This is an optimization exercise on Yosys and OpenROAD, whose aim is small area and a short achievable clock period, not a production implementation.
Where RTL was checked, it was by simulation tests only, not by an equivalence proof against the original.

==> build 96 <==
==> flow/design.v (excerpt) <==
module vliw_wb_arbiter #(
    parameter int NUM_REQ   = vliw_wb_pkg::WB_NUM_REQ,
    parameter int NUM_PORTS = vliw_wb_pkg::WB_NUM_PORTS,
    parameter int DATA_W    = vliw_wb_pkg::REG_DATA_W,
    parameter int ADDR_W    = vliw_wb_pkg::REG_ADDR_W
) (
    input  logic                        clk,
    input  logic                        rst_n,
    input  logic [NUM_REQ-1:0]          req_valid,
    input  logic [NUM_REQ*ADDR_W-1:0]   req_addr,
    input  logic [NUM_REQ*DATA_W-1:0]   req_data,
    output logic [NUM_REQ-1:0]          req_ready,
    output logic [NUM_PORTS-1:0]        wr_en,
    output logic [NUM_PORTS*ADDR_W-1:0] wr_addr,
    output logic [NUM_PORTS*DATA_W-1:0] wr_data,
    output logic                        busy
);
==> module wb_fifo2, before the edit <==
module wb_fifo2 #(
    parameter int W = vliw_wb_pkg::REG_ADDR_W + vliw_wb_pkg::REG_DATA_W
) (
    input  logic         clk,
    input  logic         rst_n,
    input  logic         push_i,    
    input  logic [W-1:0] din_i,
    input  logic         pop_i,     
    output logic [W-1:0] slot0_o,
    output logic [W-1:0] slot1_o,
    output logic         rd_o,      
    output logic [1:0]   count_o
);
    logic [W-1:0] slot0_q, slot1_q;
    logic [1:0]   count_q;
    logic         rd_q;
    logic         wr;
    assign wr = rd_q ^ count_q[0];
    always_ff @(posedge clk) begin
        if (push_i && !wr) slot0_q <= din_i;
        if (push_i &&  wr) slot1_q <= din_i;
    end
    always_ff @(posedge clk) begin
        if (!rst_n) begin
            count_q <= '0;
            rd_q    <= 1'b0;
        end else begin
            count_q <= count_q + {1'b0, push_i} - {1'b0, pop_i};
            if (pop_i) rd_q <= ~rd_q;
        end
    end
    assign slot0_o = slot0_q;
    assign slot1_o = slot1_q;
    assign rd_o    = rd_q;
    assign count_o = count_q;
endmodule
==> module vliw_wb_arbiter, before the edit <==
module vliw_wb_arbiter #(
    parameter int NUM_REQ   = vliw_wb_pkg::WB_NUM_REQ,
    parameter int NUM_PORTS = vliw_wb_pkg::WB_NUM_PORTS,
    parameter int DATA_W    = vliw_wb_pkg::REG_DATA_W,
    parameter int ADDR_W    = vliw_wb_pkg::REG_ADDR_W
) (
    input  logic                        clk,
    input  logic                        rst_n,
    input  logic [NUM_REQ-1:0]          req_valid,
    input  logic [NUM_REQ*ADDR_W-1:0]   req_addr,
    input  logic [NUM_REQ*DATA_W-1:0]   req_data,
    output logic [NUM_REQ-1:0]          req_ready,
    output logic [NUM_PORTS-1:0]        wr_en,
    output logic [NUM_PORTS*ADDR_W-1:0] wr_addr,
    output logic [NUM_PORTS*DATA_W-1:0] wr_data,
    output logic                        busy
);
    localparam int PTR_W   = (NUM_REQ > 1) ? $clog2(NUM_REQ) : 1;
    localparam int ENTRY_W = ADDR_W + DATA_W;    
    logic [ENTRY_W-1:0]   slot0 [NUM_REQ];
    logic [ENTRY_W-1:0]   slot1 [NUM_REQ];
    logic [ADDR_W-1:0]    head_addr [NUM_REQ];
    logic [NUM_REQ-1:0]   rd;
    logic [1:0]           count [NUM_REQ];
    logic [NUM_REQ-1:0]   push;
    logic [NUM_REQ-1:0]   pop;
    logic [NUM_REQ-1:0]   nonempty;
    logic [PTR_W-1:0]     rr_ptr_q, rr_ptr_d;
    logic [NUM_PORTS-1:0] wr_en_q, wr_en_d;
    logic [NUM_REQ-1:0]   gnt_d [NUM_PORTS];
    logic [NUM_REQ-1:0]   gnt_q [NUM_PORTS];
    for (genvar i = 0; i < NUM_REQ; i++) begin : g_fifo
        assign req_ready[i] = rst_n && !count[i][1];
        assign push[i]      = req_valid[i] && req_ready[i];
        assign nonempty[i]  = count[i][1] || count[i][0];
        assign head_addr[i] = rd[i] ? slot1[i][ENTRY_W-1 -: ADDR_W]
                                    : slot0[i][ENTRY_W-1 -: ADDR_W];
        wb_fifo2 #(.W(ENTRY_W)) u_fifo (
            .clk     (clk),
            .rst_n   (rst_n),
            .push_i  (push[i]),
            .din_i   ({req_addr[i*ADDR_W +: ADDR_W], req_data[i*DATA_W +: DATA_W]}),
            .pop_i   (pop[i]),
            .slot0_o (slot0[i]),
            .slot1_o (slot1[i]),
            .rd_o    (rd[i]),
            .count_o (count[i])
        );
    end
    logic [ADDR_W-1:0]  addr0;
    logic [NUM_REQ-1:0] elig1;
    logic               found0, found1;
    logic [PTR_W-1:0]   idx0, idx1;
    always_comb begin
        gnt_d[0] = '0;
        found0   = 1'b0;
        idx0     = '0;
        for (int k = 0; k < NUM_REQ; k++) begin
            if (!found0 && nonempty[PTR_W'(rr_ptr_q + PTR_W'(k))]) begin
                found0 = 1'b1;
                idx0   = PTR_W'(rr_ptr_q + PTR_W'(k));
            end
        end
        for (int i = 0; i < NUM_REQ; i++) gnt_d[0][i] = found0 && (idx0 == PTR_W'(i));
        addr0 = '0;
        for (int i = 0; i < NUM_REQ; i++)
            if (gnt_d[0][i]) addr0 = addr0 | head_addr[i];
        for (int i = 0; i < NUM_REQ; i++)
            elig1[i] = nonempty[i] && (head_addr[i] != addr0);
        found1 = 1'b0;
        idx1   = '0;
        for (int k = 1; k < NUM_REQ; k++) begin
            if (!found1 && elig1[PTR_W'(idx0 + PTR_W'(k))]) begin
                found1 = 1'b1;
                idx1   = PTR_W'(idx0 + PTR_W'(k));
            end
        end
        for (int i = 0; i < NUM_REQ; i++) gnt_d[1][i] = found1 && (idx1 == PTR_W'(i));
        pop        = gnt_d[0] | gnt_d[1];
        wr_en_d[0] = found0;
        wr_en_d[1] = found1;
        if (found1)      rr_ptr_d = PTR_W'(idx1 + 1'b1);
        else if (found0) rr_ptr_d = PTR_W'(idx0 + 1'b1);
        else             rr_ptr_d = rr_ptr_q;
    end
    always_ff @(posedge clk) begin
        if (!rst_n) begin
            rr_ptr_q <= '0;
            wr_en_q  <= '0;
        end else begin
            rr_ptr_q <= rr_ptr_d;
            wr_en_q  <= wr_en_d;
        end
        gnt_q[0] <= gnt_d[0];
        gnt_q[1] <= gnt_d[1];
    end
    for (genvar p = 0; p < NUM_PORTS; p++) begin : g_port
        always_comb begin
            logic [ENTRY_W-1:0] e;
            e = '0;
            for (int i = 0; i < NUM_REQ; i++) begin
                if (gnt_q[p][i] && !rd[i]) e = e | slot1[i];
                if (gnt_q[p][i] &&  rd[i]) e = e | slot0[i];
            end
            wr_addr[p*ADDR_W +: ADDR_W] = e[ENTRY_W-1 -: ADDR_W];
            wr_data[p*DATA_W +: DATA_W] = e[DATA_W-1:0];
        end
    end
    assign wr_en = wr_en_q;
    assign busy  = (|nonempty) || (|wr_en_q);
endmodule
clock: 100.0 ns
lec_check: 0
cap_margin: 20
core_margin: 2
core_utilization: 20
place_density: 0.3
slew_margin: 20
run.sh (not shown) runs the stock make flow with config.mk's settings and CLKGATE_MAP_FILE= SYNTH_SCRIPT=/design/flow/synth_recipe.tcl, a recipe that flattens the netlist after the stock synthesis.
==> inputs of trial 59, as changes to build 96 <==
==> flow/design.v (replaced) <==
package vliw_wb_pkg;
    localparam int WB_NUM_REQ   = 8;
    localparam int WB_NUM_PORTS = 2;
    localparam int REG_ADDR_W   = 5;
    localparam int REG_DATA_W   = 32;
    localparam int REQ_ADD0   = 0;
    localparam int REQ_ADD1   = 1;
    localparam int REQ_MUL_HI = 2;
    localparam int REQ_MUL_LO = 3;
    localparam int REQ_FADD0  = 4;
    localparam int REQ_FADD1  = 5;
    localparam int REQ_FMUL   = 6;
    localparam int REQ_LOGIC  = 7;
    typedef struct packed {
        logic [REG_ADDR_W-1:0] addr;
        logic [REG_DATA_W-1:0] data;
    } wb_entry_t;
endpackage
module wb_fifo2 #(
    parameter int W = vliw_wb_pkg::REG_ADDR_W + vliw_wb_pkg::REG_DATA_W
) (
    input  logic         clk,
    input  logic         rst_n,
    input  logic         push_i,    
    input  logic [W-1:0] din_i,
    input  logic         pop_i,     
    output logic [W-1:0] slot0_o,
    output logic [W-1:0] slot1_o,
    output logic         rd_o,      
    output logic         nonempty_o,
    output logic         full_o
);
    logic [W-1:0] slot0_q, slot1_q;
    logic         ne_q, full_q, rd_q;
    logic         wr;
    assign wr = rd_q ^ ne_q ^ full_q;
    always_ff @(posedge clk) begin
        if (push_i && !wr) slot0_q <= din_i;
        if (push_i &&  wr) slot1_q <= din_i;
    end
    always_ff @(posedge clk) begin
        if (!rst_n) begin
            ne_q   <= 1'b0;
            full_q <= 1'b0;
            rd_q   <= 1'b0;
        end else begin
            ne_q   <= push_i || full_q || (ne_q && !pop_i);
            full_q <= (full_q || (ne_q && push_i)) && !pop_i;
            rd_q   <= rd_q ^ pop_i;
        end
    end
    assign slot0_o    = slot0_q;
    assign slot1_o    = slot1_q;
    assign rd_o       = rd_q;
    assign nonempty_o = ne_q;
    assign full_o     = full_q;
endmodule
module vliw_wb_arbiter #(
    parameter int NUM_REQ   = vliw_wb_pkg::WB_NUM_REQ,
    parameter int NUM_PORTS = vliw_wb_pkg::WB_NUM_PORTS,
    parameter int DATA_W    = vliw_wb_pkg::REG_DATA_W,
    parameter int ADDR_W    = vliw_wb_pkg::REG_ADDR_W
) (
    input  logic                        clk,
    input  logic                        rst_n,
    input  logic [NUM_REQ-1:0]          req_valid,
    input  logic [NUM_REQ*ADDR_W-1:0]   req_addr,
    input  logic [NUM_REQ*DATA_W-1:0]   req_data,
    output logic [NUM_REQ-1:0]          req_ready,
    output logic [NUM_PORTS-1:0]        wr_en,
    output logic [NUM_PORTS*ADDR_W-1:0] wr_addr,
    output logic [NUM_PORTS*DATA_W-1:0] wr_data,
    output logic                        busy
);
    localparam int PTR_W   = (NUM_REQ > 1) ? $clog2(NUM_REQ) : 1;
    localparam int ENTRY_W = ADDR_W + DATA_W;    
    logic [ENTRY_W-1:0]   slot0 [NUM_REQ];
    logic [ENTRY_W-1:0]   slot1 [NUM_REQ];
    logic [ADDR_W-1:0]    head_addr [NUM_REQ];
    logic [NUM_REQ-1:0]   rd;
    logic [NUM_REQ-1:0]   full;
    logic [NUM_REQ-1:0]   nonempty;
    logic [NUM_REQ-1:0]   push;
    logic [NUM_REQ-1:0]   pop;
    for (genvar i = 0; i < NUM_REQ; i++) begin : g_fifo
        assign req_ready[i] = rst_n && !full[i];
        assign push[i]      = req_valid[i] && req_ready[i];
        assign head_addr[i] = rd[i] ? slot1[i][ENTRY_W-1 -: ADDR_W]
                                    : slot0[i][ENTRY_W-1 -: ADDR_W];
        wb_fifo2 #(.W(ENTRY_W)) u_fifo (
            .clk        (clk),
            .rst_n      (rst_n),
            .push_i     (push[i]),
            .din_i      ({req_addr[i*ADDR_W +: ADDR_W], req_data[i*DATA_W +: DATA_W]}),
            .pop_i      (pop[i]),
            .slot0_o    (slot0[i]),
            .slot1_o    (slot1[i]),
            .rd_o       (rd[i]),
            .nonempty_o (nonempty[i]),
            .full_o     (full[i])
        );
    end
    function automatic logic [NUM_REQ-1:0] rr_pick(input logic [NUM_REQ-1:0] x,
                                                   input logic [NUM_REQ-1:0] at);
        logic [2*NUM_REQ-1:0] d;
        logic [2*NUM_REQ-1:0] h;
        logic                 seen;
        d    = {x, x & at};
        seen = 1'b0;
        for (int k = 0; k < 2*NUM_REQ; k++) begin
            h[k] = d[k] && !seen;
            seen = seen || d[k];
        end
        rr_pick = h[NUM_REQ-1:0] | h[2*NUM_REQ-1:NUM_REQ];
    endfunction
    function automatic logic [PTR_W-1:0] enc(input logic [NUM_REQ-1:0] oh);
        logic [PTR_W-1:0] r;
        r = '0;
        for (int i = 0; i < NUM_REQ; i++) if (oh[i]) r = r | PTR_W'(i);
        enc = r;
    endfunction
    logic [PTR_W-1:0]   rr_ptr_q, rr_ptr_d;
    logic [NUM_REQ-1:0] from0, from1;
    logic [NUM_REQ-1:0] gnt0, gnt1, elig1, last;
    logic [ADDR_W-1:0]  addr0;
    logic               found0, found1;
    always_comb begin
        for (int i = 0; i < NUM_REQ; i++) from0[i] = (PTR_W'(i) >= rr_ptr_q);
        gnt0   = rr_pick(nonempty, from0);
        found0 = |nonempty;
        addr0 = '0;
        for (int i = 0; i < NUM_REQ; i++)
            addr0 = addr0 | ({ADDR_W{gnt0[i]}} & head_addr[i]);
        for (int i = 0; i < NUM_REQ; i++)
            elig1[i] = nonempty[i] && (head_addr[i] != addr0);
        from1[0] = 1'b0;
        for (int i = 1; i < NUM_REQ; i++) from1[i] = from1[i-1] || gnt0[i-1];
        gnt1   = rr_pick(elig1, from1);
        found1 = |elig1;
        pop  = gnt0 | gnt1;
        last = found1 ? gnt1 : gnt0;
        rr_ptr_d = found0 ? PTR_W'(enc(last) + 1'b1) : rr_ptr_q;
    end
    logic [NUM_PORTS-1:0] wr_en_q;
    logic [PTR_W-1:0]     sel_q [NUM_PORTS];
    always_ff @(posedge clk) begin
        if (!rst_n) begin
            rr_ptr_q <= '0;
            wr_en_q  <= '0;
        end else begin
            rr_ptr_q <= rr_ptr_d;
            wr_en_q  <= {found1, found0};
        end
        sel_q[0] <= enc(gnt0);
        sel_q[1] <= enc(gnt1);
    end
    for (genvar p = 0; p < NUM_PORTS; p++) begin : g_port
        logic [ENTRY_W-1:0] e;
        always_comb begin
            e = '0;
            for (int i = 0; i < NUM_REQ; i++) begin
                e = e | ({ENTRY_W{sel_q[p] == PTR_W'(i) && !rd[i]}} & slot1[i])
                      | ({ENTRY_W{sel_q[p] == PTR_W'(i) &&  rd[i]}} & slot0[i]);
            end
        end
        assign wr_addr[p*ADDR_W +: ADDR_W] = e[ENTRY_W-1 -: ADDR_W];
        assign wr_data[p*DATA_W +: DATA_W] = e[DATA_W-1:0];
    end
    assign wr_en = wr_en_q;
    assign busy  = (|nonempty) || (|wr_en_q);
endmodule
--- a/flow/config.mk
+++ b/flow/config.mk
@@ -7,6 +7,7 @@
 export LEC_CHECK = 0
 export CAP_MARGIN = 20
 export CORE_MARGIN = 2
-export CORE_UTILIZATION = 20
-export PLACE_DENSITY = 0.3
+export CORE_UTILIZATION = 50
+export CTS_BUF_LIST = sky130_fd_sc_hd__clkbuf_4
+export PLACE_DENSITY = 0.6
 export SLEW_MARGIN = 20
==> results.py <==
metrics = {
    "setup_path": {
        "reg2regPathDepth": 35,
    },
    "cells_and_area": {
        "final_cell_mix": "edfxtp_1 (592), clkdlybuf4s50_1 (390), mux2_2 (224)",
    },
    "die": {
        "die_height_um": 398,
    },
    "status": {
        "outcome": "finished clean",
    },
}
(the above is from build 96)
==> results.py <==
metrics = {
    "setup_path": {
        "reg2regPathDepth": 17,
    },
    "status": {
        "outcome": "finished clean",
    },
    "cells_and_area": {
        "final_cell_mix": "edfxtp_1 (592), clkdlybuf4s50_1 (390), a221oi_1 (297)",
    },
}
(the above is from trial 59)
For trial 59, only the layout was checked, not whether the RTL still works.

==> what the ideal ports hide <==
Ports are ideal in the flow. The routed layouts listed here were re-timed in OpenROAD. Step 1, drivers: a clkbuf_16 drives clk and a buf_2 each remaining input, both assumed. Step 2 adds t to the input delays and takes it off the output delays; t is the mean of the earliest and latest rising clock arrival at the registers after step 1. Input paths then give back, and output paths get back, about the clock's delay inside the block. a / b / c = ideal / step 1 / step 2; a / b = the first two.
run | shift t [ns] | setup slack, ns | worst setup path at the end | pins driven straight from the clock port
build 96 | 0.756 | 57.299 / 57.264 / 57.264 | input to output | 1
trial 59 | 1.089 | 57.872 / 57.851 / 57.851 | input to output | 1
After both steps setup and hold are still met in every run listed. The setup slack of build 96, which loses most, moves by -0.035 ns with the drivers and by -0.035 ns with both steps.
